What follows belongs to an exercise in optimizing a design on an open flow for small area; a production flow would make more cautious choices. Function was checked by simulation only, so behaviour that the tests miss may differ from the original. No activity file was given, so power comes from the tool's default toggle rates.

--- design/flow/config.mk ---
export PLATFORM = sky130hd
export DESIGN_NAME = aipWrapper
export DESIGN_NICKNAME = aipWrapper
export VERILOG_FILES = /design/flow/design.v
export SDC_FILE = /design/flow/constraint.sdc
export NUM_CORES = 4
export LEC_CHECK = 0
export CAP_MARGIN = 15
export CORE_MARGIN = 2
export CORE_UTILIZATION = 70
export SLEW_MARGIN = 15
export SYNTH_HIERARCHICAL = 1
export SYNTH_MINIMUM_KEEP_SIZE = 0
--- design/flow/constraint.sdc ---
create_clock -name core_clock -period 10.0 [get_ports {clk}]
set_input_delay 2.0000 -clock core_clock [delete_from_list [all_inputs] [get_ports {clk}]]
set_output_delay 2.0000 -clock core_clock [all_outputs]
set_load 0.01 [all_outputs]
--- design/flow/design.v ---
package aipPkg;
  localparam int DataWidth = 32;
  localparam int ConfigWidth = 5;
  localparam int MaxAddrWidth = 16;
  typedef logic [DataWidth-1:0] data_t;
  localparam data_t IpId = 32'h1000500A;
  typedef enum logic [ConfigWidth-1:0] {
    CodeMemInData  = 5'd0,
    CodeMemInAddr  = 5'd1,
    CodeMemOutData = 5'd2,
    CodeMemOutAddr = 5'd3,
    CodeConfData   = 5'd4,
    CodeConfAddr   = 5'd5,
    CodeStatus     = 5'd30,
    CodeId         = 5'd31
  } configCode_e;
  typedef enum logic [1:0] {
    SelMemOut = 2'd0,
    SelNone   = 2'd1,
    SelStatus = 2'd2,
    SelId     = 2'd3
  } readSel_e;
  localparam int StatusBusyBit = 0;
  localparam int StatusMaskBit = 8;
  localparam int StatusDoneBit = 16;
endpackage
`timescale 1ns/1ps
module aipDualPortRam #(
  parameter int AddrWidth = 5,
  localparam int Depth = 2**AddrWidth,
  localparam int Groups = Depth / 3,           
  localparam int Leaves = Groups + Depth % 3,  
  localparam int Parts = (Leaves + 3) / 4,
  localparam int WrSlices = 4,                  
  localparam int RdSlices = 2,                  
  localparam int WrSliceWidth = aipPkg::DataWidth / WrSlices,
  localparam int RdSliceWidth = aipPkg::DataWidth / RdSlices
) (
  input  logic                 clk,
  input  logic                 wrEn_i,
  input  logic [AddrWidth-1:0] wrAddr_i,
  input  aipPkg::data_t        wrData_i,
  input  logic [AddrWidth-1:0] rdAddr_i,
  output logic [Parts-1:0][aipPkg::DataWidth-1:0] rdPart_o
);
  logic [Depth-1:0][aipPkg::DataWidth-1:0] mem;
  logic [WrSlices-1:0][Depth-1:0] wrSel;
  logic [RdSlices-1:0][Depth-1:0] rdSel;
  logic [(2**(AddrWidth-3))-1:0] wrHiN, rdHiN;
  logic [7:0]                    wrLoN, rdLoN;
  aipPredecoder #(.AddrWidth(AddrWidth)) wrPre_inst (
    .en_i  (wrEn_i),
    .addr_i(wrAddr_i),
    .hiN_o (wrHiN),
    .loN_o (wrLoN)
  );
  aipPredecoder #(.AddrWidth(AddrWidth)) rdPre_inst (
    .en_i  (1'b1),
    .addr_i(rdAddr_i),
    .hiN_o (rdHiN),
    .loN_o (rdLoN)
  );
  for (genvar s = 0; s < WrSlices; s++) begin : gen_wr_slice
    aipSelect #(.AddrWidth(AddrWidth)) wrSel_inst (
      .hiN_i(wrHiN),
      .loN_i(wrLoN),
      .sel_o(wrSel[s])
    );
  end
  for (genvar s = 0; s < RdSlices; s++) begin : gen_rd_slice
    aipSelect #(.AddrWidth(AddrWidth)) rdSel_inst (
      .hiN_i(rdHiN),
      .loN_i(rdLoN),
      .sel_o(rdSel[s])
    );
  end
  always_ff @(posedge clk) begin
    for (int k = 0; k < Depth; k++) begin
      for (int s = 0; s < WrSlices; s++) begin
        if (wrSel[s][k]) begin
          mem[k][s*WrSliceWidth +: WrSliceWidth] <= wrData_i[s*WrSliceWidth +: WrSliceWidth];
        end
      end
    end
  end
  for (genvar b = 0; b < aipPkg::DataWidth; b++) begin : gen_bit
    logic [4*Parts-1:0] leafN;   
    for (genvar g = 0; g < Groups; g++) begin : gen_grp
      aipAoi222 aoi_inst (
        .a0(mem[3*g][b]),   .s0(rdSel[b/RdSliceWidth][3*g]),
        .a1(mem[3*g+1][b]), .s1(rdSel[b/RdSliceWidth][3*g+1]),
        .a2(mem[3*g+2][b]), .s2(rdSel[b/RdSliceWidth][3*g+2]),
        .y_n(leafN[g])
      );
    end
    for (genvar r = 0; r < Depth % 3; r++) begin : gen_rest
      aipNand2 nand_inst (
        .a(mem[3*Groups+r][b]), .b(rdSel[b/RdSliceWidth][3*Groups+r]),
        .y_n(leafN[Groups+r])
      );
    end
    for (genvar l = Leaves; l < 4*Parts; l++) begin : gen_pad
      assign leafN[l] = 1'b1;
    end
    for (genvar p = 0; p < Parts; p++) begin : gen_part
      if (4*p + 2 >= Leaves) begin : gen_two
        aipNand2 nand_inst (
          .a(leafN[4*p]), .b(leafN[4*p+1]),
          .y_n(rdPart_o[p][b])
        );
      end else if (4*p + 3 >= Leaves) begin : gen_three
        aipNand3 nand_inst (
          .a(leafN[4*p]), .b(leafN[4*p+1]), .c(leafN[4*p+2]),
          .y_n(rdPart_o[p][b])
        );
      end else begin : gen_four
        aipNand4 nand_inst (
          .a(leafN[4*p]), .b(leafN[4*p+1]), .c(leafN[4*p+2]), .d(leafN[4*p+3]),
          .y_n(rdPart_o[p][b])
        );
      end
    end
  end
endmodule
module aipPredecoder #(
  parameter int AddrWidth = 5
) (
  input  logic                          en_i,
  input  logic [AddrWidth-1:0]          addr_i,
  output logic [(2**(AddrWidth-3))-1:0] hiN_o,
  output logic [7:0]                    loN_o
);
  always_comb begin
    for (int h = 0; h < 2**(AddrWidth-3); h++) begin
      hiN_o[h] = !(en_i && (addr_i[AddrWidth-1:3] == (AddrWidth-3)'(h)));
    end
    for (int l = 0; l < 8; l++) begin
      loN_o[l] = !(addr_i[2:0] == 3'(l));
    end
  end
endmodule
module aipSelect #(
  parameter int AddrWidth = 5,
  localparam int Depth = 2**AddrWidth
) (
  input  logic [(2**(AddrWidth-3))-1:0] hiN_i,
  input  logic [7:0]                    loN_i,
  output logic [Depth-1:0]              sel_o
);
  always_comb begin
    for (int k = 0; k < Depth; k++) begin
      sel_o[k] = !(hiN_i[k / 8] || loN_i[k % 8]);
    end
  end
endmodule
module aipAoi222 (
  input  logic a0, s0,
  input  logic a1, s1,
  input  logic a2, s2,
  output logic y_n
);
  assign y_n = ~((a0 & s0) | (a1 & s1) | (a2 & s2));
endmodule
module aipNand2 (
  input  logic a, b,
  output logic y_n
);
  assign y_n = ~(a & b);
endmodule
module aipNand3 (
  input  logic a, b, c,
  output logic y_n
);
  assign y_n = ~(a & b & c);
endmodule
module aipNand4 (
  input  logic a, b, c, d,
  output logic y_n
);
  assign y_n = ~(a & b & c & d);
endmodule
`timescale 1ns/1ps
module aipCtrl (
  input  logic        clk,
  input  logic        rst,
  input  logic        en_i,
  input  logic [4:0]  config_i,
  input  logic        write_i,
  input  logic        read_i,
  input  logic [5:0]  addr_i,
  output logic        memInWrEn_o,
  output logic [4:0]  memInWrAddr_o,
  output logic [5:0]  memOutRdAddr_o,
  output logic        confWrEn_o,
  output logic        confWrAddr_o,
  output logic        statusWrEn_o
);
  logic [4:0] memInPtr;
  logic [5:0] memOutPtr;
  logic       confPtr;
  assign memInWrEn_o  = write_i && (config_i == 5'd0);
  assign confWrEn_o   = write_i && (config_i == 5'd4);
  assign statusWrEn_o = write_i && (config_i == 5'd30);
  always_ff @(posedge clk or negedge rst) begin
    if (!rst) begin
      memInPtr <= '0;
    end else if (en_i) begin
      if (write_i && (config_i == 5'd1)) begin
        memInPtr <= addr_i[4:0];
      end else if (memInWrEn_o) begin
        memInPtr <= memInPtr + 5'd1;
      end
    end
  end
  always_ff @(posedge clk or negedge rst) begin
    if (!rst) begin
      memOutPtr <= '0;
    end else if (en_i) begin
      if (write_i && (config_i == 5'd3)) begin
        memOutPtr <= addr_i[5:0];
      end else if (read_i && (config_i == 5'd2)) begin
        memOutPtr <= memOutPtr + 6'd1;
      end
    end
  end
  always_ff @(posedge clk or negedge rst) begin
    if (!rst) begin
      confPtr <= 1'b0;
    end else if (en_i) begin
      if (write_i && (config_i == 5'd5)) begin
        confPtr <= addr_i[0];
      end else if (confWrEn_o) begin
        confPtr <= ~confPtr;
      end
    end
  end
  assign memInWrAddr_o  = memInPtr;
  assign memOutRdAddr_o = memOutPtr;
  assign confWrAddr_o   = confPtr;
endmodule
`timescale 1ns/1ps
module aipConfigBank (
  input  logic          clk,
  input  logic          rst,
  input  logic          wrEn_i,
  input  logic          wrAddr_i,
  input  aipPkg::data_t wrData_i,
  output logic [2*aipPkg::DataWidth-1:0] confData_o
);
  aipPkg::data_t conf0;
  aipPkg::data_t conf1;
  always_ff @(posedge clk or negedge rst) begin
    if (!rst) begin
      conf0 <= '0;
    end else if (wrEn_i && !wrAddr_i) begin
      conf0 <= wrData_i;
    end
  end
  always_ff @(posedge clk or negedge rst) begin
    if (!rst) begin
      conf1 <= '0;
    end else if (wrEn_i && wrAddr_i) begin
      conf1 <= wrData_i;
    end
  end
  assign confData_o = {conf1, conf0};
endmodule
`timescale 1ns/1ps
module aipReadback #(
  parameter int MemOutParts = 6
) (
  input  logic          clk,
  input  logic          rst,
  input  logic          statusWrEn_i,
  input  aipPkg::data_t data_i,
  input  logic [4:0]    config_i,
  input  logic [MemOutParts-1:0][aipPkg::DataWidth-1:0] memOutPart_i,   
  input  logic          coreBusy_i,
  input  logic          coreDone_i,
  output aipPkg::data_t dataOut_o,
  output logic          intAIP_o
);
  logic maskReg;
  logic doneReg;
  logic intReg;
  logic selMemOut;
  logic selStatus;
  logic selId;
  aipPkg::data_t memOutData;
  always_ff @(posedge clk or negedge rst) begin
    if (!rst) begin
      maskReg <= 1'b0;
    end else if (statusWrEn_i) begin
      maskReg <= data_i[aipPkg::StatusMaskBit];
    end
  end
  always_ff @(posedge clk or negedge rst) begin
    if (!rst) begin
      doneReg <= 1'b0;
    end else if (coreDone_i) begin
      doneReg <= 1'b1;   
    end else if (statusWrEn_i && data_i[aipPkg::StatusDoneBit]) begin
      doneReg <= 1'b0;
    end
  end
  always_ff @(posedge clk or negedge rst) begin
    if (!rst) begin
      intReg <= 1'b0;
    end else begin
      intReg <= doneReg & maskReg;
    end
  end
  assign intAIP_o = intReg;
  assign selMemOut = (config_i == aipPkg::CodeMemOutData);
  assign selStatus = (config_i == aipPkg::CodeStatus);
  assign selId     = (config_i == aipPkg::CodeId);
  always_comb begin
    memOutData = '0;
    for (int p = 0; p < MemOutParts; p++) begin
      memOutData = memOutData | memOutPart_i[p];
    end
    dataOut_o = ({aipPkg::DataWidth{selMemOut}} & memOutData)
              | ({aipPkg::DataWidth{selId}} & aipPkg::IpId);
    dataOut_o[aipPkg::StatusBusyBit] = dataOut_o[aipPkg::StatusBusyBit] | (selStatus & coreBusy_i);
    dataOut_o[aipPkg::StatusMaskBit] = dataOut_o[aipPkg::StatusMaskBit] | (selStatus & maskReg);
    dataOut_o[aipPkg::StatusDoneBit] = dataOut_o[aipPkg::StatusDoneBit] | (selStatus & doneReg);
  end
endmodule
`timescale 1ns/1ps
module aipWrapper (
  input  logic                       clk,
  input  logic                       rst,
  input  logic                       en_i,
  input  aipPkg::configCode_e        config_i,
  input  aipPkg::data_t              data_i,
  input  logic                       write_i,
  input  logic                       read_i,
  input  logic                       start_i,
  input  logic [4:0]                 memInRdAddr_i,
  input  logic                       memOutWrEn_i,
  input  logic [5:0]                 memOutWrAddr_i,
  input  aipPkg::data_t              memOutWrData_i,
  input  logic                       coreBusy_i,
  input  logic                       coreDone_i,
  output aipPkg::data_t              dataOut_o,
  output logic                       intAIP_o,
  output aipPkg::data_t              memInRdData_o,
  output logic [2*aipPkg::DataWidth-1:0] confData_o,
  output logic                       coreStart_o
);
  localparam int MemInParts  = 3;   
  localparam int MemOutParts = 6;   
  logic          memInWrEn;
  logic [4:0]    memInWrAddr;
  logic [5:0]    memOutRdAddr;
  logic          confWrEn;
  logic          confWrAddr;
  logic          statusWrEn;
  logic [MemInParts-1:0][aipPkg::DataWidth-1:0]  memInPart;
  logic [MemOutParts-1:0][aipPkg::DataWidth-1:0] memOutPart;
  assign coreStart_o = start_i;   
  aipCtrl ctrl_inst (
    .clk           (clk),
    .rst           (rst),
    .en_i          (en_i),
    .config_i      (config_i),
    .write_i       (write_i),
    .read_i        (read_i),
    .addr_i        (data_i[5:0]),
    .memInWrEn_o   (memInWrEn),
    .memInWrAddr_o (memInWrAddr),
    .memOutRdAddr_o(memOutRdAddr),
    .confWrEn_o    (confWrEn),
    .confWrAddr_o  (confWrAddr),
    .statusWrEn_o  (statusWrEn)
  );
  aipDualPortRam #(
    .AddrWidth(5)
  ) memIn_inst (
    .clk     (clk),
    .wrEn_i  (memInWrEn),
    .wrAddr_i(memInWrAddr),
    .wrData_i(data_i),
    .rdAddr_i(memInRdAddr_i),
    .rdPart_o(memInPart)
  );
  always_comb begin
    memInRdData_o = '0;
    for (int p = 0; p < MemInParts; p++) begin
      memInRdData_o = memInRdData_o | memInPart[p];
    end
  end
  aipDualPortRam #(
    .AddrWidth(6)
  ) memOut_inst (
    .clk     (clk),
    .wrEn_i  (memOutWrEn_i),
    .wrAddr_i(memOutWrAddr_i),
    .wrData_i(memOutWrData_i),
    .rdAddr_i(memOutRdAddr),
    .rdPart_o(memOutPart)
  );
  aipConfigBank confBank_inst (
    .clk       (clk),
    .rst       (rst),
    .wrEn_i    (confWrEn),
    .wrAddr_i  (confWrAddr),
    .wrData_i  (data_i),
    .confData_o(confData_o)
  );
  aipReadback #(
    .MemOutParts(MemOutParts)
  ) readback_inst (
    .clk         (clk),
    .rst         (rst),
    .statusWrEn_i(statusWrEn),
    .data_i      (data_i),
    .config_i    (config_i),
    .memOutPart_i(memOutPart),
    .coreBusy_i  (coreBusy_i),
    .coreDone_i  (coreDone_i),
    .dataOut_o   (dataOut_o),
    .intAIP_o    (intAIP_o)
  );
endmodule
--- design/flow/flow/run.sh ---
#!/bin/bash
export BUFFER_PORTS_ARGS="-buffer_cell sky130_fd_sc_hd__buf_1"
export CTS_ARGS="-sink_clustering_enable -repair_clock_nets -dont_use_dummy_load -buf_list {sky130_fd_sc_hd__clkbuf_8 sky130_fd_sc_hd__clkbuf_16} -sink_clustering_buffer sky130_fd_sc_hd__clkbuf_8 -sink_clustering_size 18 -sink_clustering_max_diameter 50"
export PRE_RESIZE_TCL="$PWD/flow/rm_place_buffers.tcl"
bash standard.sh "DONT_USE_CELLS=sky130_fd_sc_hd__probe_p_8 sky130_fd_sc_hd__probec_p_8 sky130_fd_sc_hd__lpflow_bleeder_1 sky130_fd_sc_hd__lpflow_clkbufkapwr_1 sky130_fd_sc_hd__lpflow_clkbufkapwr_16 sky130_fd_sc_hd__lpflow_clkbufkapwr_2 sky130_fd_sc_hd__lpflow_clkbufkapwr_4 sky130_fd_sc_hd__lpflow_clkbufkapwr_8 sky130_fd_sc_hd__lpflow_clkinvkapwr_1 sky130_fd_sc_hd__lpflow_clkinvkapwr_16 sky130_fd_sc_hd__lpflow_clkinvkapwr_2 sky130_fd_sc_hd__lpflow_clkinvkapwr_4 sky130_fd_sc_hd__lpflow_clkinvkapwr_8 sky130_fd_sc_hd__lpflow_decapkapwr_12 sky130_fd_sc_hd__lpflow_decapkapwr_3 sky130_fd_sc_hd__lpflow_decapkapwr_4 sky130_fd_sc_hd__lpflow_decapkapwr_6 sky130_fd_sc_hd__lpflow_decapkapwr_8 sky130_fd_sc_hd__lpflow_inputiso0n_1 sky130_fd_sc_hd__lpflow_inputiso0p_1 sky130_fd_sc_hd__lpflow_inputiso1n_1 sky130_fd_sc_hd__lpflow_inputiso1p_1 sky130_fd_sc_hd__lpflow_inputisolatch_1 sky130_fd_sc_hd__lpflow_isobufsrc_1 sky130_fd_sc_hd__lpflow_isobufsrc_16 sky130_fd_sc_hd__lpflow_isobufsrc_2 sky130_fd_sc_hd__lpflow_isobufsrc_4 sky130_fd_sc_hd__lpflow_isobufsrc_8 sky130_fd_sc_hd__lpflow_isobufsrckapwr_16 sky130_fd_sc_hd__lpflow_lsbuf_lh_hl_isowell_tap_1 sky130_fd_sc_hd__lpflow_lsbuf_lh_hl_isowell_tap_2 sky130_fd_sc_hd__lpflow_lsbuf_lh_hl_isowell_tap_4 sky130_fd_sc_hd__lpflow_lsbuf_lh_isowell_4 sky130_fd_sc_hd__lpflow_lsbuf_lh_isowell_tap_1 sky130_fd_sc_hd__lpflow_lsbuf_lh_isowell_tap_2 sky130_fd_sc_hd__lpflow_lsbuf_lh_isowell_tap_4 sky130_fd_sc_hd__buf_6 sky130_fd_sc_hd__buf_8 sky130_fd_sc_hd__buf_12 sky130_fd_sc_hd__buf_16" finish > standard.log 2>&1
--- design/flow/flow/rm_place_buffers.tcl ---
# Drop the buffers that timing-driven global placement inserted (named
# place*) while the placement was still spread out; repair_design
# re-buffers on the final placement. Port buffers (input*/output*) stay.
set place_bufs {}
foreach c [get_cells -quiet place*] {
  lappend place_bufs [get_full_name $c]
}
puts "Removing [llength $place_bufs] global-placement buffers"
if { [llength $place_bufs] > 0 } {
  remove_buffers {*}$place_bufs
}
--- design/flow/standard.sh ---
#!/bin/bash
# synth_recipe.tcl (not shown) runs the flow's synth.tcl, then flattens the netlist and writes it again
# the make line also repeats each setting of config.mk as NAME=value (left out here)
make -C /OpenROAD-flow-scripts/flow DESIGN_CONFIG=/design/flow/config.mk WORK_HOME=/design/flow/orfs CLKGATE_MAP_FILE= SYNTH_SCRIPT=/design/flow/synth_recipe.tcl "${@:-finish}"
==> flow_metrics.env, run 1 <==
export IMPL_status="finished clean"
export IMPL_p_seq_frac=0.679
export IMPL_fmax_mhz=129
export IMPL_swShare=0.216
export IMPL_cts_buffers=211
export IMPL_max_cap_violations=0
export IMPL_dieArea_mm2=0.163
export IMPL_diodes=0
export IMPL_grt_pass1_wl_mm=409
export IMPL_synth_seq_cells=3151
export IMPL_min_to="confBank_inst.conf1[31]$_DFFE_PN0P_"
export IMPL_cp_start_kind="flip-flop"
export IMPL_holdPathStages=1
export IMPL_start_util=0.706
export IMPL_crit_type="flip-flop to primary output"
export IMPL_clock_skew_ns=0.0308
export IMPL_hold_viol=0
export IMPL_path_buf_inv=1
export IMPL_fillers=9035
export IMPL_clkLatencyLatePin_ns=0.80
export IMPL_synth_most_common_cell="edfxtp_1"
export IMPL_p_per_area_mw_per_mm2=181
export IMPL_p_switching_mw=4.66
export IMPL_dp_hpwl_mm=182
export IMPL_synth_cell_types=50
export IMPL_vias=62300
export IMPL_die_w_um=404
export IMPL_crit_slowest_cell="or3b_2"
export IMPL_syn_cell_area_mm2=0.112
export IMPL_yosysSeqAreaShare=0.842
export IMPL_cp_arrival_ns=5.77
export IMPL_min_from="confBank_inst.conf1[31]$_DFFE_PN0P_"
export IMPL_area_sequential_mm2=0.0942
export IMPL_synth_top_cell_area_share=0.824
export IMPL_rsz0062_at_grt="false"
export IMPL_areaGrowthSynthToFinish_pct=6.19
export IMPL_finalCriticalPeriod_ns=7.77
export IMPL_crit_fanout=16
export IMPL_power_frac_comb=0.057
export IMPL_core_area_mm2=0.159
export IMPL_clock_sinks=3151
export IMPL_grt_pass1_vias=59200
export IMPL_post_cts_repair_setup_buffers=0
export IMPL_portBuffers=216
export IMPL_drt_pass1_iter_count=17
export IMPL_avgSynthCellArea_um2=20.1
export IMPL_critical_path_max_stage_delay_ns=0.95
export IMPL_clk_pin_slew_worst_paths_ns=0.10
export IMPL_power_clock_fraction=0.264
export IMPL_finalCritPeriodShare=0.777
export IMPL_multi_input_area_mm2=0.0173
export IMPL_synthTopCellsByArea="edfxtp_1 82%, a222oi_1 8.9%, nor2_1 2.0%"
export IMPL_peakVddDrop_v=0.000256
export IMPL_drt_total_wl_mm=287
export IMPL_worstMarginPinSlew_ns=1.27
export IMPL_drive_above_1_share=0.0978
export IMPL_intPower_mw=16.9
export IMPL_timing_rr_end="memIn_inst.mem[1020]$_DFFE_PP_"
export IMPL_layout_nets=6035
export IMPL_synth_area_leader_cell="edfxtp_1"
export IMPL_report_final_setup_viol=0
export IMPL_worst_r2r_path_depth=2
export IMPL_io_pins=219
export IMPL_netlist_instances=5575
export IMPL_final_antenna_net_count=0
export IMPL_yosysWarnings=16
export IMPL_gp_congestion=0.967
export IMPL_htree_num_levels=4
export IMPL_via_per_inst=7.77
export IMPL_synth_edf_count=3072
export IMPL_route_detailed_drc=0
export IMPL_wire_per_inst_um=35.8
export IMPL_tritoncts="done"
export IMPL_hold_path_class="flip-flop to flip-flop"
export IMPL_cts_resized_gates=0
export IMPL_endpoint_kind="primary output"
export IMPL_synthTopCellsByCount="3072 x edfxtp_1, 992 x a222oi_1, 603 x nor2_1, 261 x nand4_1, 133 x nand2_1"
export IMPL_first_iter_violations=13300
export IMPL_required_ns=8.00
export IMPL_row_count=146
export IMPL_synthArstFlopShare=0.0251
export IMPL_worst_path_dominant_cell_family="simple AND/OR/NAND/NOR gates"
export IMPL_worstPathCellList="or3b_2 -> nor2_2 -> a222oi_1 -> nand4_1 -> or4_1 -> nor3_1 -> o21ai_0 -> buf_1"
export IMPL_die_h_um=404
export IMPL_grt_overflow=0
export IMPL_finalPower_mw=21.6
export IMPL_track_usage=0.349
export IMPL_antenna_found_initial=6
export IMPL_drv_slew=0
export IMPL_holdBufCountCts=0
export IMPL_r2r_slack_ns=7.27
export IMPL_fin_util=0.750
export IMPL_max_slew_margin_rel=0.151
export IMPL_grt_start_max_net_pins=80
export IMPL_synth_flop_cell="edfxtp_1"
export IMPL_cts_root_buf="clkbuf_16"
export IMPL_power_leakage_nw=35.9
export IMPL_fin_setup_tns_ns=0
export IMPL_r2r_start="ctrl_inst.memInPtr[2]$_DFFE_PN0P_"
export IMPL_hold_worst_slack_ns=0.513
export IMPL_clockBufferDepth=3
[cells in the final DEF (no fill, tap or decap), types with 21 or more instances in the layout]
cell type,count
edfxtp_1,3072
a222oi_1,992
nor2_1,461
nand4_1,261
clkbuf_8,195
buf_1,151
nor2_2,142
nand2_1,132
dfrtp_1,79
buf_4,53
mux2_2,35
or3_1,34
clkbuf_4,33
a21oi_1,31
mux2_4,30
nor4_1,24
buf_2,21
[cell families after synthesis]
family | count (synthesis) | synth area share
adders and majority gates | 2 | 0.000224
other | 2 | 0.0000671
buffers and inverters | 142 | 0.00847
AOI/OAI and AO/OA | 1052 | 0.0919
and+or+nand+nor | 1153 | 0.0493
DFF | 3151 | 0.842
muxes | 73 | 0.00826
[metrics by stage]
stage          worst slack [ns]  instances  instance area, um2
2_1_floorplan              4.47       5585              112000
3_3_place_gp               2.82       7971              117000
3_5_place_dp               2.77       7798              116000
4_1_cts                    2.35       8009              119000
5_1_grt                    2.18       8014              119000
6_report                   2.23       8014              119000
[per-module statistics from Yosys, one instance, submodules excluded, a selection]
module / flip-flops and latches / cells / times used
aipWrapper: 0 / 33 / 1
aipCtrl: 12 / 91 / 1
aipNand4: 0 / 1 / 256
aipAoi222: 0 / 1 / 992
aipNand2: 0 / 1 / 128
aipConfigBank: 64 / 137 / 1
[area by class of cell]
type	instances	share of cell area
Tap cell	2072	0.0218
Clock buffer	211	0.0260
Sequential cell	3151	0.793
Inverter	8	0.000253
Timing Repair Buffer	280	0.0140
Multi-Input combinational cell	2292	0.145
[worst max path at each step]
| stage | startpoint | to | slack (ns) | cells after the start |
|---|---|---|---|---|
| after floorplan | memInRdAddr_i[3] | memInRdData_o[0] | 4.47 | 6 |
| after global placement | ctrl_inst.memOutPtr[2]$_DFFE_PN0P_ | dataOut_o[28] | 2.82 | 10 |
| after detailed placement | memInRdAddr_i[3] | memInRdData_o[3] | 2.77 | 7 |
| after CTS | ctrl_inst.memOutPtr[2]$_DFFE_PN0P_ | dataOut_o[28] | 2.35 | 8 |
| after global routing | ctrl_inst.memOutPtr[2]$_DFFE_PN0P_ | dataOut_o[28] | 2.18 | 8 |
| final | ctrl_inst.memOutPtr[2]$_DFFE_PN0P_ | dataOut_o[1] | 2.23 | 8 |
[worst register-to-register path, cell delays in order, from the launching register on]
cell and delay [ns]:
dfrtp_1 0.58, nand3_2 0.77, nor2_1 0.99
[power by group through the flow]
| stage | combinational (mW) | sequential (mW) | clock (mW) |
|---|---|---|---|
| 3_3_place_gp | 1.17 | 14.9 | 0 |
| 4_1_cts | 1.19 | 14.6 | 5.73 |
| 2_1_floorplan | 0.434 | 14.9 | 0 |
| 6_report | 1.22 | 14.6 | 5.70 |
| 5_1_grt | 1.25 | 14.7 | 6.15 |
| 3_5_place_dp | 1.19 | 14.9 | 0 |
[metal layers]
layer,global-route usage,routed length (um),vias up
li1,-,-,25300
met1,0.515,103000,31400
met2,0.545,136000,4997
met3,0.0651,38100,534
met4,0.109,9440,8
met5,0,55,-
[state kept, by name, indices dropped and copies added (netlist names)]
register / count
readback_inst.intReg: 1
readback_inst.maskReg: 1
memIn_inst.mem: 1024
ctrl_inst.memInPtr: 5
confBank_inst.conf1: 32
memOut_inst.mem: 2048
ctrl_inst.memOutPtr: 6
ctrl_inst.confPtr: 1
confBank_inst.conf0: 32
readback_inst.doneReg: 1
==> run 2: changes to the inputs <==
==> design/flow/flow/run.sh (replaced) <==
#!/bin/bash
export BUFFER_PORTS_ARGS="-buffer_cell sky130_fd_sc_hd__buf_1"
export CTS_ARGS="-sink_clustering_enable -repair_clock_nets -dont_use_dummy_load -buf_list {sky130_fd_sc_hd__clkbuf_8} -sink_clustering_buffer sky130_fd_sc_hd__clkbuf_8 -sink_clustering_size 18 -sink_clustering_max_diameter 50"
export PRE_RESIZE_TCL="$PWD/flow/rm_place_buffers.tcl"
bash standard.sh "DONT_USE_CELLS=sky130_fd_sc_hd__probe_p_8 sky130_fd_sc_hd__probec_p_8 sky130_fd_sc_hd__lpflow_bleeder_1 sky130_fd_sc_hd__lpflow_clkbufkapwr_1 sky130_fd_sc_hd__lpflow_clkbufkapwr_16 sky130_fd_sc_hd__lpflow_clkbufkapwr_2 sky130_fd_sc_hd__lpflow_clkbufkapwr_4 sky130_fd_sc_hd__lpflow_clkbufkapwr_8 sky130_fd_sc_hd__lpflow_clkinvkapwr_1 sky130_fd_sc_hd__lpflow_clkinvkapwr_16 sky130_fd_sc_hd__lpflow_clkinvkapwr_2 sky130_fd_sc_hd__lpflow_clkinvkapwr_4 sky130_fd_sc_hd__lpflow_clkinvkapwr_8 sky130_fd_sc_hd__lpflow_decapkapwr_12 sky130_fd_sc_hd__lpflow_decapkapwr_3 sky130_fd_sc_hd__lpflow_decapkapwr_4 sky130_fd_sc_hd__lpflow_decapkapwr_6 sky130_fd_sc_hd__lpflow_decapkapwr_8 sky130_fd_sc_hd__lpflow_inputiso0n_1 sky130_fd_sc_hd__lpflow_inputiso0p_1 sky130_fd_sc_hd__lpflow_inputiso1n_1 sky130_fd_sc_hd__lpflow_inputiso1p_1 sky130_fd_sc_hd__lpflow_inputisolatch_1 sky130_fd_sc_hd__lpflow_isobufsrc_1 sky130_fd_sc_hd__lpflow_isobufsrc_16 sky130_fd_sc_hd__lpflow_isobufsrc_2 sky130_fd_sc_hd__lpflow_isobufsrc_4 sky130_fd_sc_hd__lpflow_isobufsrc_8 sky130_fd_sc_hd__lpflow_isobufsrckapwr_16 sky130_fd_sc_hd__lpflow_lsbuf_lh_hl_isowell_tap_1 sky130_fd_sc_hd__lpflow_lsbuf_lh_hl_isowell_tap_2 sky130_fd_sc_hd__lpflow_lsbuf_lh_hl_isowell_tap_4 sky130_fd_sc_hd__lpflow_lsbuf_lh_isowell_4 sky130_fd_sc_hd__lpflow_lsbuf_lh_isowell_tap_1 sky130_fd_sc_hd__lpflow_lsbuf_lh_isowell_tap_2 sky130_fd_sc_hd__lpflow_lsbuf_lh_isowell_tap_4 sky130_fd_sc_hd__buf_6 sky130_fd_sc_hd__buf_8 sky130_fd_sc_hd__buf_12 sky130_fd_sc_hd__buf_16 sky130_fd_sc_hd__bufbuf_8 sky130_fd_sc_hd__bufbuf_16" finish > standard.log 2>&1
==> flow_metrics.env, run 2 <==
export IMPL_crit_type="flip-flop to primary output"
export IMPL_yosysWarnings=16
export IMPL_tritoncts="done"
export IMPL_clk_pin_slew_worst_paths_ns=0.10
export IMPL_dp_cells=7795
export IMPL_finalCriticalPeriod_ns=7.92
export IMPL_die_w_um=404
export IMPL_crit_fanout=16
export IMPL_peakVddDrop_v=0.000226
export IMPL_grt_start_max_net_pins=80
export IMPL_post_cts_repair_setup_buffers=0
export IMPL_clockBufferDepth=3
export IMPL_avgSynthCellArea_um2=20.1
export IMPL_finalCritPeriodShare=0.792
export IMPL_required_ns=8.00
export IMPL_row_count=146
export IMPL_htree_num_levels=4
export IMPL_stdcell_count=8020
export IMPL_cts_buffers=213
export IMPL_netlist_instances=5575
export IMPL_setup_ws_ns=2.08
export IMPL_clock_sinks=3151
export IMPL_grt_pass1_vias=58500
export IMPL_cts_root_buf="clkbuf_8"
export IMPL_final_area_mm2=0.118
export IMPL_finalPower_mw=21.4
export IMPL_dieArea_mm2=0.163
export IMPL_core_area_mm2=0.159
export IMPL_grt_pass1_wl_mm=402
export IMPL_largest_register_ff_count=2048
export IMPL_antenna_found_initial=4
export IMPL_pre_cts_ws_ns=2.96
export IMPL_holdBufCountCts=0
export IMPL_die_h_um=404
export IMPL_syn_cell_area_mm2=0.112
export IMPL_clock_skew_ns=0.0635
export IMPL_fmax_mhz=126
export IMPL_report_final_setup_viol=0
export IMPL_synthTopCellsByCount="3072 x edfxtp_1, 992 x a222oi_1, 603 x nor2_1, 261 x nand4_1, 133 x nand2_1"
export IMPL_worstMarginPinSlew_ns=1.32
export IMPL_grt_util_met3=0.0689
export IMPL_vias=62000
export IMPL_synth_top_cell_area_share=0.824
export IMPL_first_iter_violations=13400
export IMPL_final_common_cell="edfxtp_1"
export IMPL_grt_overflow=0
export IMPL_drt_total_wl_mm=284
export IMPL_wire_per_inst_um=35.4
export IMPL_hold_viol=0
export IMPL_synth_cell_types=50
export IMPL_cts_resized_gates=0
export IMPL_max_cap_violations=0
export IMPL_synth_most_common_cell="edfxtp_1"
export IMPL_synth_edf_count=3072
export IMPL_gp_congestion=0.972
export IMPL_drv_slew=0
export IMPL_cp_arrival_ns=5.92
export IMPL_hold_worst_slack_ns=0.508
export IMPL_status="finished clean"
export IMPL_max_slew_margin_rel=0.120
export IMPL_multi_input_area_mm2=0.0172
export IMPL_hold_path_class="flip-flop to flip-flop"
export IMPL_synthArstFlopShare=0.0251
export IMPL_use_met1=0.513
export IMPL_grt_busiest_layer="met2"
export IMPL_final_antenna_net_count=0
export IMPL_fin_util=0.747
export IMPL_route_detailed_drc=0
export IMPL_endpoint_kind="primary output"
export IMPL_start_util=0.706
export IMPL_synthTopCellsByArea="edfxtp_1 82%, a222oi_1 8.9%, nor2_1 2.0%"
export IMPL_drive_above_1_share=0.0968
export IMPL_io_pins=219
export IMPL_areaGrowthSynthToFinish_pct=5.84
export IMPL_via_per_inst=7.73
export IMPL_track_usage=0.344
export IMPL_placed_area_mm2=0.115
export IMPL_p_per_area_mw_per_mm2=181
export IMPL_rsz0062_at_grt="false"
export IMPL_max_flop_register="memOut_inst.mem"
export IMPL_fin_setup_tns_ns=0
export IMPL_portBuffers=216
export IMPL_synth_area_leader_cell="edfxtp_1"
export IMPL_power_leakage_nw=35.7
export IMPL_synth_flop_cell="edfxtp_1"
export IMPL_layout_nets=6035
export IMPL_clkLatencyLatePin_ns=0.98
export IMPL_drt_pass1_iter_count=15
export IMPL_area_sequential_mm2=0.0942
export IMPL_fillers=9090
export IMPL_layout_common_cells="3072 x edfxtp_1, 992 x a222oi_1, 465 x nor2_1, 261 x nand4_1, 215 x clkbuf_8"
export IMPL_dp_hpwl_mm=179
export IMPL_cp_start_kind="flip-flop"
export IMPL_met2_usage=0.527
export IMPL_yosysSeqAreaShare=0.842
export IMPL_top_regs="memOut_inst.mem x2048, memIn_inst.mem x1024"
export IMPL_synth_seq_cells=3151
## run 2: cell counts after synthesis
No cell type changed its count.
## run 2: path summary, 6_finish.rpt
path,startpoint,to,slack (ns),cells past startpoint
max in group asynchronous,rst,confBank_inst.conf1[18]$_DFFE_PN0P_,8.37,1
setup / recovery,ctrl_inst.memOutPtr[2]$_DFFE_PN0P_,dataOut_o[1],2.08,8
setup reg to reg,ctrl_inst.memInPtr[0]$_DFFE_PN0P_,memIn_inst.mem[710]$_DFFE_PP_,6.86,2
hold reg to reg,confBank_inst.conf1[4]$_DFFE_PN0P_,confBank_inst.conf1[4]$_DFFE_PN0P_,0.51,1
min in group asynchronous,rst,confBank_inst.conf0[24]$_DFFE_PN0P_,1.07,1
hold / removal,confBank_inst.conf1[4]$_DFFE_PN0P_,confBank_inst.conf1[4]$_DFFE_PN0P_,0.51,1
## run 2: cell type report
cell class	count	area share
Sequential cell	3151	0.795
Multi-Input combinational cell	2292	0.145
Clock buffer	213	0.0247
Tap cell	2072	0.0219
Timing Repair Buffer	278	0.0121
Inverter	8	0.000253
Antenna cell	6	0.000127
## run 2: power breakdown
| group | internal, mW | switching (mW) | leakage [nW] | total, mW |
|---|---|---|---|---|
| Clock | 1.90 | 3.63 | 1.53 | 5.53 |
| Combinational | 0.265 | 0.952 | 5.52 | 1.22 |
| Sequential | 14.6 | 0.0659 | 28.7 | 14.6 |
| Total | 16.7 | 4.65 | 35.7 | 21.4 |
## run 2: logic make-up (layout without fill, tap and decap cells)
family	Yosys count	in the layout	share of synthesized area
flip-flops	3151	3151	0.842
AND/OR/NAND/NOR	1153	1153	0.0493
AO/OA/AOI/OAI	1052	1052	0.0919
buffers and inverters	142	499	0.00847
multiplexers	73	73	0.00826
adder cells (fa/ha/maj)	2	2	0.000224
other	2	18	0.0000671
## run 2: modules after synthesis (local to each module, per instance), a selection
module,copies in the design,cell area [um2]
aipConfigBank,1,2540
aipCtrl,1,850
aipWrapper,1,208
aipAoi222,992,10.0
aipNand4,256,6.26
aipNand2,128,3.75
## run 2: layer usage
| metal | up-vias | routed length, um |
|---|---|---|
| li1 | 25400 | - |
| met1 | 31300 | 103000 |
| met2 | 4840 | 133000 |
| met3 | 497 | 38300 |
| met4 | 2 | 9000 |
| met5 | - | 13 |
## run 2: critical path, stage by stage (launching register included)
cell and delay, ns:
dfrtp_1 0.53, or3b_2 1.08, nor2_1 0.59, a222oi_1 0.63, nand4_1 0.27, or4_1 0.66
nor3_1 0.76, o21ai_0 0.21, buf_1 0.22
==> run 3: changes to the inputs <==
--- a/design/flow/config.mk
+++ b/design/flow/config.mk
@@ -8,5 +8,5 @@
 export CAP_MARGIN = 15
 export CORE_MARGIN = 2
-export CORE_UTILIZATION = 70
+export CORE_UTILIZATION = 75
 export SLEW_MARGIN = 15
 export SYNTH_HIERARCHICAL = 1
==> flow_metrics.env, run 3 <==
export IMPL_synthTopCellsByArea="edfxtp_1 82%, a222oi_1 8.9%, nor2_1 2.0%"
export IMPL_layout_common_cells="3072 x edfxtp_1, 992 x a222oi_1, 441 x nor2_1, 261 x nand4_1, 209 x clkbuf_8"
export IMPL_antenna_found_initial=5
export IMPL_worstMarginPinSlew_ns=1.30
export IMPL_holdBufCountCts=0
export IMPL_synth_area_leader_cell="edfxtp_1"
export IMPL_grt_overflow=0
export IMPL_synthTopCellsByCount="3072 x edfxtp_1, 992 x a222oi_1, 603 x nor2_1, 261 x nand4_1, 133 x nand2_1"
export IMPL_fin_util=0.799
export IMPL_power_frac_comb=0.055
export IMPL_synth_seq_cells=3151
export IMPL_met2_usage=0.591
export IMPL_finalCritPeriodShare=0.803
export IMPL_dieArea_mm2=0.152
export IMPL_clock_sinks=3151
export IMPL_crit_slowest_cell="or3_1"
export IMPL_final_area_mm2=0.118
export IMPL_grt_pass1_wl_mm=400
export IMPL_dp_hpwl_mm=178
export IMPL_avgSynthCellArea_um2=20.1
export IMPL_grt_util_met3=0.0656
export IMPL_core_area_mm2=0.148
export IMPL_tritoncts="done"
export IMPL_track_usage=0.366
export IMPL_first_iter_violations=12900
export IMPL_power_leakage_nw=35.6
export IMPL_row_count=141
export IMPL_syn_cell_area_mm2=0.112
export IMPL_drive_above_1_share=0.0988
export IMPL_synthArstFlopShare=0.0251
export IMPL_clockBufferDepth=3
export IMPL_rsz0062_at_grt="false"
export IMPL_wire_per_inst_um=35.6
export IMPL_hold_worst_slack_ns=0.508
export IMPL_fin_setup_tns_ns=0
export IMPL_clk_pin_slew_worst_paths_ns=0.10
export IMPL_post_cts_repair_setup_buffers=0
export IMPL_gp_congestion=0.912
export IMPL_finalCriticalPeriod_ns=8.03
export IMPL_top_regs="memOut_inst.mem x2048, memIn_inst.mem x1024"
export IMPL_endpoint_kind="primary output"
export IMPL_path_buf_inv=1
export IMPL_p_per_area_mw_per_mm2=180
export IMPL_die_w_um=390
export IMPL_fmax_mhz=125
export IMPL_intPower_mw=16.7
export IMPL_p_seq_frac=0.689
export IMPL_cts_root_buf="clkbuf_8"
export IMPL_clock_skew_ns=0.0279
export IMPL_max_flop_register="memOut_inst.mem"
export IMPL_areaGrowthSynthToFinish_pct=5.64
export IMPL_portBuffers=216
export IMPL_start_util=0.756
export IMPL_cp_arrival_ns=6.03
export IMPL_critical_path_max_stage_delay_ns=0.98
export IMPL_max_slew_margin_rel=0.133
export IMPL_peakVddDrop_v=0.000186
export IMPL_grt_busiest_layer="met2"
export IMPL_via_per_inst=7.90
export IMPL_placed_area_mm2=0.115
export IMPL_clkLatencyLatePin_ns=0.98
export IMPL_hold_viol=0
export IMPL_fillers=7498
export IMPL_drt_total_wl_mm=280
export IMPL_final_common_cell="edfxtp_1"
export IMPL_io_pins=219
export IMPL_power_clock_fraction=0.255
export IMPL_p_switching_mw=4.56
export IMPL_use_met1=0.517
export IMPL_grt_pass1_vias=59400
export IMPL_cts_resized_gates=0
export IMPL_crit_fanout=16
export IMPL_yosysSeqAreaShare=0.842
export IMPL_layout_nets=6025
export IMPL_synth_top_cell_area_share=0.824
export IMPL_synth_cell_types=50
export IMPL_htree_num_levels=4
export IMPL_netlist_instances=5575
export IMPL_die_h_um=390
export IMPL_drv_slew=0
export IMPL_worstPathCellList="or3_1 -> nor2_2 -> a222oi_1 -> nand4_1 -> or4_1 -> nor3_1 -> o21ai_0 -> buf_1"
export IMPL_report_final_setup_viol=0
export IMPL_synth_flop_cell="edfxtp_1"
export IMPL_max_cap_violations=0
export IMPL_crit_type="flip-flop to primary output"
export IMPL_yosysWarnings=16
export IMPL_largest_register_ff_count=2048
export IMPL_finalPower_mw=21.2
export IMPL_required_ns=8.00
export IMPL_cts_buffers=207
export IMPL_worst_path_dominant_cell_family="simple AND/OR/NAND/NOR gates"
export IMPL_drt_pass1_iter_count=13
export IMPL_hold_path_class="flip-flop to flip-flop"
export IMPL_swShare=0.214
export IMPL_cp_start_kind="flip-flop"
export IMPL_route_detailed_drc=0
export IMPL_final_antenna_net_count=0
export IMPL_synth_edf_count=3072
export IMPL_vias=62200
export IMPL_status="finished clean"
export IMPL_grt_start_max_net_pins=80
export IMPL_synth_most_common_cell="edfxtp_1"
==> run 3: power groups by stage <==
stage / logic [mW] / clock network, mW / registers [mW]
CTS: 1.13 / 5.45 / 14.6
detailed placement: 1.13 / 0 / 14.9
floorplan: 0.434 / 0 / 14.9
global placement: 1.10 / 0 / 14.9
global route: 1.21 / 5.86 / 14.7
finish: 1.18 / 5.43 / 14.6
==> run 3: final cells by class <==
type / count / area (um2) / share of cell area
flip-flops and latches: 3151 / 94200 / 0.797
clock buffers: 207 / 2850 / 0.0241
diodes: 5 / 12.5 / 0.000106
inverters: 8 / 30.0 / 0.000254
multi-input cells: 2292 / 17300 / 0.146
repair buffers: 274 / 1410 / 0.0120
well taps: 1930 / 2410 / 0.0204
==> run 3: final timing paths <==
| kind | from | endpoint | slack (ns) | cells after the start |
|---|---|---|---|---|
| max | ctrl_inst.memOutPtr[2]$_DFFE_PN0P_ | dataOut_o[28] | 1.97 | 8 |
| max reg2reg | ctrl_inst.memInPtr[2]$_DFFE_PN0P_ | memIn_inst.mem[601]$_DFFE_PP_ | 7.18 | 2 |
| min reg2reg | confBank_inst.conf1[29]$_DFFE_PN0P_ | confBank_inst.conf1[29]$_DFFE_PN0P_ | 0.51 | 1 |
| max in group asynchronous | rst | confBank_inst.conf1[18]$_DFFE_PN0P_ | 8.40 | 1 |
| min in group asynchronous | rst | confBank_inst.conf1[4]$_DFFE_PN0P_ | 1.07 | 1 |
| min | confBank_inst.conf1[29]$_DFFE_PN0P_ | confBank_inst.conf1[29]$_DFFE_PN0P_ | 0.51 | 1 |
==> run 3: logic make-up (layout without fill, tap and decap cells) <==
logic type / count (synthesis) / count (layout) / share of synthesized area
AO/OA/AOI/OAI: 1052 / 1052 / 0.0919
adder cells (fa/ha/maj): 2 / 2 / 0.000224
buffers and inverters: 142 / 489 / 0.00847
flip-flops: 3151 / 3151 / 0.842
multiplexers: 73 / 73 / 0.00826
other: 2 / 17 / 0.0000671
AND/OR/NAND/NOR: 1153 / 1153 / 0.0493
==> run 3: Yosys stat by module (local to each module, per instance), a selection <==
module,times used,flip-flops and latches
aipConfigBank,1,64
aipCtrl,1,12
aipWrapper,1,0
aipAoi222,992,0
aipNand4,256,0
aipNand2,128,0
==> run 3: per-layer routing <==
layer,up-vias,part of all wire
met5,-,0.000082
met4,4,0.039
met3,633,0.13
met2,5152,0.49
met1,31100,0.34
li1,25300,-
==> run 3: through the flow <==
| step | setup WS, ns | cells |
|---|---|---|
| after global placement | 3.07 | 7839 |
| after detailed placement | 2.85 | 7649 |
| after global routing | 1.82 | 7864 |
| after floorplan | 4.47 | 5585 |
| after CTS | 1.73 | 7856 |
| final | 1.97 | 7867 |
==> run 4: changes to the inputs <==
==> design/flow/flow/run.sh (replaced) <==
#!/bin/bash
export BUFFER_PORTS_ARGS="-buffer_cell sky130_fd_sc_hd__buf_1"
export CTS_ARGS="-sink_clustering_enable -repair_clock_nets -dont_use_dummy_load -buf_list {sky130_fd_sc_hd__clkbuf_8} -sink_clustering_buffer sky130_fd_sc_hd__clkbuf_8 -sink_clustering_size 20 -sink_clustering_max_diameter 55"
export PRE_RESIZE_TCL="$PWD/flow/rm_place_buffers.tcl"
bash standard.sh "DONT_USE_CELLS=sky130_fd_sc_hd__probe_p_8 sky130_fd_sc_hd__probec_p_8 sky130_fd_sc_hd__lpflow_bleeder_1 sky130_fd_sc_hd__lpflow_clkbufkapwr_1 sky130_fd_sc_hd__lpflow_clkbufkapwr_16 sky130_fd_sc_hd__lpflow_clkbufkapwr_2 sky130_fd_sc_hd__lpflow_clkbufkapwr_4 sky130_fd_sc_hd__lpflow_clkbufkapwr_8 sky130_fd_sc_hd__lpflow_clkinvkapwr_1 sky130_fd_sc_hd__lpflow_clkinvkapwr_16 sky130_fd_sc_hd__lpflow_clkinvkapwr_2 sky130_fd_sc_hd__lpflow_clkinvkapwr_4 sky130_fd_sc_hd__lpflow_clkinvkapwr_8 sky130_fd_sc_hd__lpflow_decapkapwr_12 sky130_fd_sc_hd__lpflow_decapkapwr_3 sky130_fd_sc_hd__lpflow_decapkapwr_4 sky130_fd_sc_hd__lpflow_decapkapwr_6 sky130_fd_sc_hd__lpflow_decapkapwr_8 sky130_fd_sc_hd__lpflow_inputiso0n_1 sky130_fd_sc_hd__lpflow_inputiso0p_1 sky130_fd_sc_hd__lpflow_inputiso1n_1 sky130_fd_sc_hd__lpflow_inputiso1p_1 sky130_fd_sc_hd__lpflow_inputisolatch_1 sky130_fd_sc_hd__lpflow_isobufsrc_1 sky130_fd_sc_hd__lpflow_isobufsrc_16 sky130_fd_sc_hd__lpflow_isobufsrc_2 sky130_fd_sc_hd__lpflow_isobufsrc_4 sky130_fd_sc_hd__lpflow_isobufsrc_8 sky130_fd_sc_hd__lpflow_isobufsrckapwr_16 sky130_fd_sc_hd__lpflow_lsbuf_lh_hl_isowell_tap_1 sky130_fd_sc_hd__lpflow_lsbuf_lh_hl_isowell_tap_2 sky130_fd_sc_hd__lpflow_lsbuf_lh_hl_isowell_tap_4 sky130_fd_sc_hd__lpflow_lsbuf_lh_isowell_4 sky130_fd_sc_hd__lpflow_lsbuf_lh_isowell_tap_1 sky130_fd_sc_hd__lpflow_lsbuf_lh_isowell_tap_2 sky130_fd_sc_hd__lpflow_lsbuf_lh_isowell_tap_4 sky130_fd_sc_hd__buf_6 sky130_fd_sc_hd__buf_8 sky130_fd_sc_hd__buf_12 sky130_fd_sc_hd__buf_16 sky130_fd_sc_hd__bufbuf_8 sky130_fd_sc_hd__bufbuf_16" finish > standard.log 2>&1
--- a/design/flow/config.mk
+++ b/design/flow/config.mk
@@ -8,5 +8,5 @@
 export CAP_MARGIN = 15
 export CORE_MARGIN = 2
-export CORE_UTILIZATION = 75
+export CORE_UTILIZATION = 70
 export SLEW_MARGIN = 15
 export SYNTH_HIERARCHICAL = 1
==> flow_metrics.env, run 4 <==
export IMPL_final_common_cell="edfxtp_1"
export IMPL_hold_viol=0
export IMPL_p_seq_frac=0.692
export IMPL_drv_slew=0
export IMPL_worst_path_dominant_cell_family="simple AND/OR/NAND/NOR gates"
export IMPL_status="finished clean"
export IMPL_die_w_um=404
export IMPL_worstPathCellList="or3b_2 -> nor2_1 -> a222oi_1 -> nand4_1 -> or4_1 -> nor3_1 -> o21ai_0 -> buf_1"
export IMPL_synthTopCellsByCount="3072 x edfxtp_1, 992 x a222oi_1, 603 x nor2_1, 261 x nand4_1, 133 x nand2_1"
export IMPL_yosysWarnings=16
export IMPL_tritoncts="done"
export IMPL_hold_path_class="flip-flop to flip-flop"
export IMPL_io_pins=219
export IMPL_cp_start_kind="flip-flop"
export IMPL_wire_per_inst_um=35.3
export IMPL_grt_pass1_vias=58500
export IMPL_crit_slowest_cell="or3b_2"
export IMPL_critical_path_max_stage_delay_ns=1.02
export IMPL_synth_top_cell_area_share=0.824
export IMPL_synth_edf_count=3072
export IMPL_clkLatencyLatePin_ns=0.95
export IMPL_post_cts_repair_setup_buffers=0
export IMPL_stdcell_count=7999
export IMPL_power_leakage_nw=35.6
export IMPL_report_final_setup_viol=0
export IMPL_grt_overflow=0
export IMPL_peakVddDrop_v=0.000231
export IMPL_finalPower_mw=21.2
export IMPL_cts_buffers=194
export IMPL_first_iter_violations=13800
export IMPL_clk_pin_slew_worst_paths_ns=0.11
export IMPL_layout_common_cells="3072 x edfxtp_1, 992 x a222oi_1, 463 x nor2_1, 261 x nand4_1, 196 x clkbuf_8"
export IMPL_path_buf_inv=1
export IMPL_areaGrowthSynthToFinish_pct=5.60
export IMPL_synthTopCellsByArea="edfxtp_1 82%, a222oi_1 8.9%, nor2_1 2.0%"
export IMPL_p_per_area_mw_per_mm2=179
export IMPL_fillers=9090
export IMPL_holdBufCountCts=0
export IMPL_portBuffers=216
export IMPL_yosysSeqAreaShare=0.842
export IMPL_synth_flop_cell="edfxtp_1"
export IMPL_max_cap_violations=0
export IMPL_dp_hpwl_mm=179
export IMPL_syn_cell_area_mm2=0.112
export IMPL_crit_fanout=16
export IMPL_required_ns=8.00
export IMPL_synth_area_leader_cell="edfxtp_1"
export IMPL_power_clock_fraction=0.250
export IMPL_dp_cells=7795
export IMPL_hold_worst_slack_ns=0.505
export IMPL_power_frac_comb=0.058
export IMPL_max_flop_register="memOut_inst.mem"
export IMPL_via_per_inst=7.77
export IMPL_finalCriticalPeriod_ns=7.90
export IMPL_rsz0062_at_grt="false"
export IMPL_top_regs="memOut_inst.mem x2048, memIn_inst.mem x1024"
export IMPL_crit_type="flip-flop to primary output"
export IMPL_layout_nets=6015
export IMPL_htree_num_levels=4
export IMPL_worstMarginPinSlew_ns=1.31
export IMPL_dieArea_mm2=0.163
export IMPL_grt_start_max_net_pins=80
export IMPL_cts_resized_gates=0
export IMPL_synth_most_common_cell="edfxtp_1"
export IMPL_synth_seq_cells=3151
export IMPL_largest_register_ff_count=2048
export IMPL_netlist_instances=5575
export IMPL_start_util=0.706
export IMPL_max_slew_margin_rel=0.122
export IMPL_grt_pass1_wl_mm=401
export IMPL_intPower_mw=16.6
export IMPL_final_antenna_net_count=0
export IMPL_clock_skew_ns=0.0545
export IMPL_vias=62200
export IMPL_synth_cell_types=50
export IMPL_gp_congestion=0.972
export IMPL_drive_above_1_share=0.0941
export IMPL_track_usage=0.343
export IMPL_clockBufferDepth=3
export IMPL_fmax_mhz=127
export IMPL_finalCritPeriodShare=0.790
export IMPL_fin_setup_tns_ns=0
export IMPL_swShare=0.216
export IMPL_avgSynthCellArea_um2=20.1
export IMPL_synthArstFlopShare=0.0251
export IMPL_clock_sinks=3151
export IMPL_core_area_mm2=0.159
export IMPL_row_count=146
export IMPL_cp_arrival_ns=5.90
export IMPL_p_switching_mw=4.57
export IMPL_drt_total_wl_mm=283
export IMPL_cts_root_buf="clkbuf_8"
export IMPL_endpoint_kind="primary output"
export IMPL_antenna_found_initial=8
export IMPL_die_h_um=404
export IMPL_route_detailed_drc=0
export IMPL_drt_pass1_iter_count=15
-- run 4: kinds of logic (layout without fill, tap and decap cells) --
| logic type | after synthesis | after routing | share of synthesized area |
|---|---|---|---|
| AO/OA/AOI/OAI | 1052 | 1052 | 0.0919 |
| adder cells (fa/ha/maj) | 2 | 2 | 0.000224 |
| AND/OR/NAND/NOR | 1153 | 1153 | 0.0493 |
| multiplexers | 73 | 73 | 0.00826 |
| other | 2 | 17 | 0.0000671 |
| buffers and inverters | 142 | 479 | 0.00847 |
| flip-flops | 3151 | 3151 | 0.842 |
-- run 4: cell type report --
cell class | instances | area [um2] | area share
repair buffers | 277 | 1430 | 0.0121
diodes | 5 | 12.5 | 0.000106
flip-flops and latches | 3151 | 94200 | 0.797
multi-input cells | 2292 | 17200 | 0.146
clock buffers | 194 | 2670 | 0.0226
inverters | 8 | 30.0 | 0.000254
well taps | 2072 | 2590 | 0.0219
-- run 4: path summary, 6_finish.rpt --
check / startpoint / end / slack [ns] / cells after the start
hold reg to reg: readback_inst.doneReg$_DFFE_PN0P_ / readback_inst.intReg$_DFF_PN0_ / 0.50 / 1
max in group asynchronous: rst / readback_inst.doneReg$_DFFE_PN0P_ / 8.35 / 1
setup / recovery: ctrl_inst.memOutPtr[1]$_DFFE_PN0P_ / dataOut_o[1] / 2.10 / 8
hold / removal: readback_inst.doneReg$_DFFE_PN0P_ / readback_inst.intReg$_DFF_PN0_ / 0.50 / 1
min in group asynchronous: rst / confBank_inst.conf0[24]$_DFFE_PN0P_ / 1.08 / 1
setup reg to reg: ctrl_inst.memInPtr[0]$_DFFE_PN0P_ / memIn_inst.mem[707]$_DFFE_PP_ / 6.85 / 2
-- run 4: metal layers --
metal,global-route usage,routed length [um],vias to the layer above
met5,0,52,-
met4,0.106,9660,8
met3,0.0690,37700,557
met2,0.525,132000,4802
met1,0.512,103000,31500
li1,-,-,25300
-- run 4: power groups by stage --
stage | sequential, mW | clock (mW) | combinational [mW]
3_3_place_gp | 14.9 | 0 | 1.15
4_1_cts | 14.6 | 5.36 | 1.18
3_5_place_dp | 14.9 | 0 | 1.18
6_report | 14.6 | 5.30 | 1.22
2_1_floorplan | 14.9 | 0 | 0.434
5_1_grt | 14.7 | 5.75 | 1.25
-- run 4: metrics by stage --
step                      setup slack [ns]  utilization  instance area [um2]
after floorplan                       4.47            -               112000
after global placement                2.97        0.729               116000
after detailed placement              2.96        0.727               115000
after CTS                             2.35        0.744               118000
after global routing                  1.91        0.745               118000
final                                 2.10        0.745               118000
-- run 4: per-module statistics from Yosys, one instance, submodules excluded, a selection --
module         times used  cell area (um2)
aipAoi222             992             10.0
aipConfigBank           1             2540
aipNand4              256             6.26
aipCtrl                 1              850
aipWrapper              1              208
aipNand2              128             3.75

-- separate check: timing with driven ports --
The results above use ideal ports. As a check the final layouts listed here were re-extracted and re-timed, cells and wires unchanged. Step 1: set_driving_cell puts a clkbuf_16 on clk and a buf_2 on each other input, an assumption about the parent block. Step 2 also shifts input and output timing later by t, the mid clock arrival at the registers, as if the neighbouring blocks saw the same clock. Three values: no drivers, after step 1, after step 2; two values: the first two.
run | t (ns) | setup WS [ns] | hold slack, ns | clock arrival spread, ns | slew at the worst register clock pin (ns)
run 1 | 0.897 | 2.226 / 2.133 / 2.844 | 0.513 / 0.513 / 0.513 | 0.064 / 0.064 | 0.11 / 0.11
run 2 | 1.028 | 2.079 / 1.998 / 2.772 | 0.508 / 0.508 / 0.508 | 0.083 / 0.083 | 0.11 / 0.11
run 3 | 1.051 | 1.973 / 1.890 / 2.764 | 0.508 / 0.508 / 0.508 | 0.065 / 0.065 | 0.11 / 0.11
run 4 | 1.006 | 2.096 / 2.014 / 2.764 | 0.505 / 0.505 / 0.505 | 0.093 / 0.093 | 0.12 / 0.12
After both steps setup and hold are still met in every run listed.
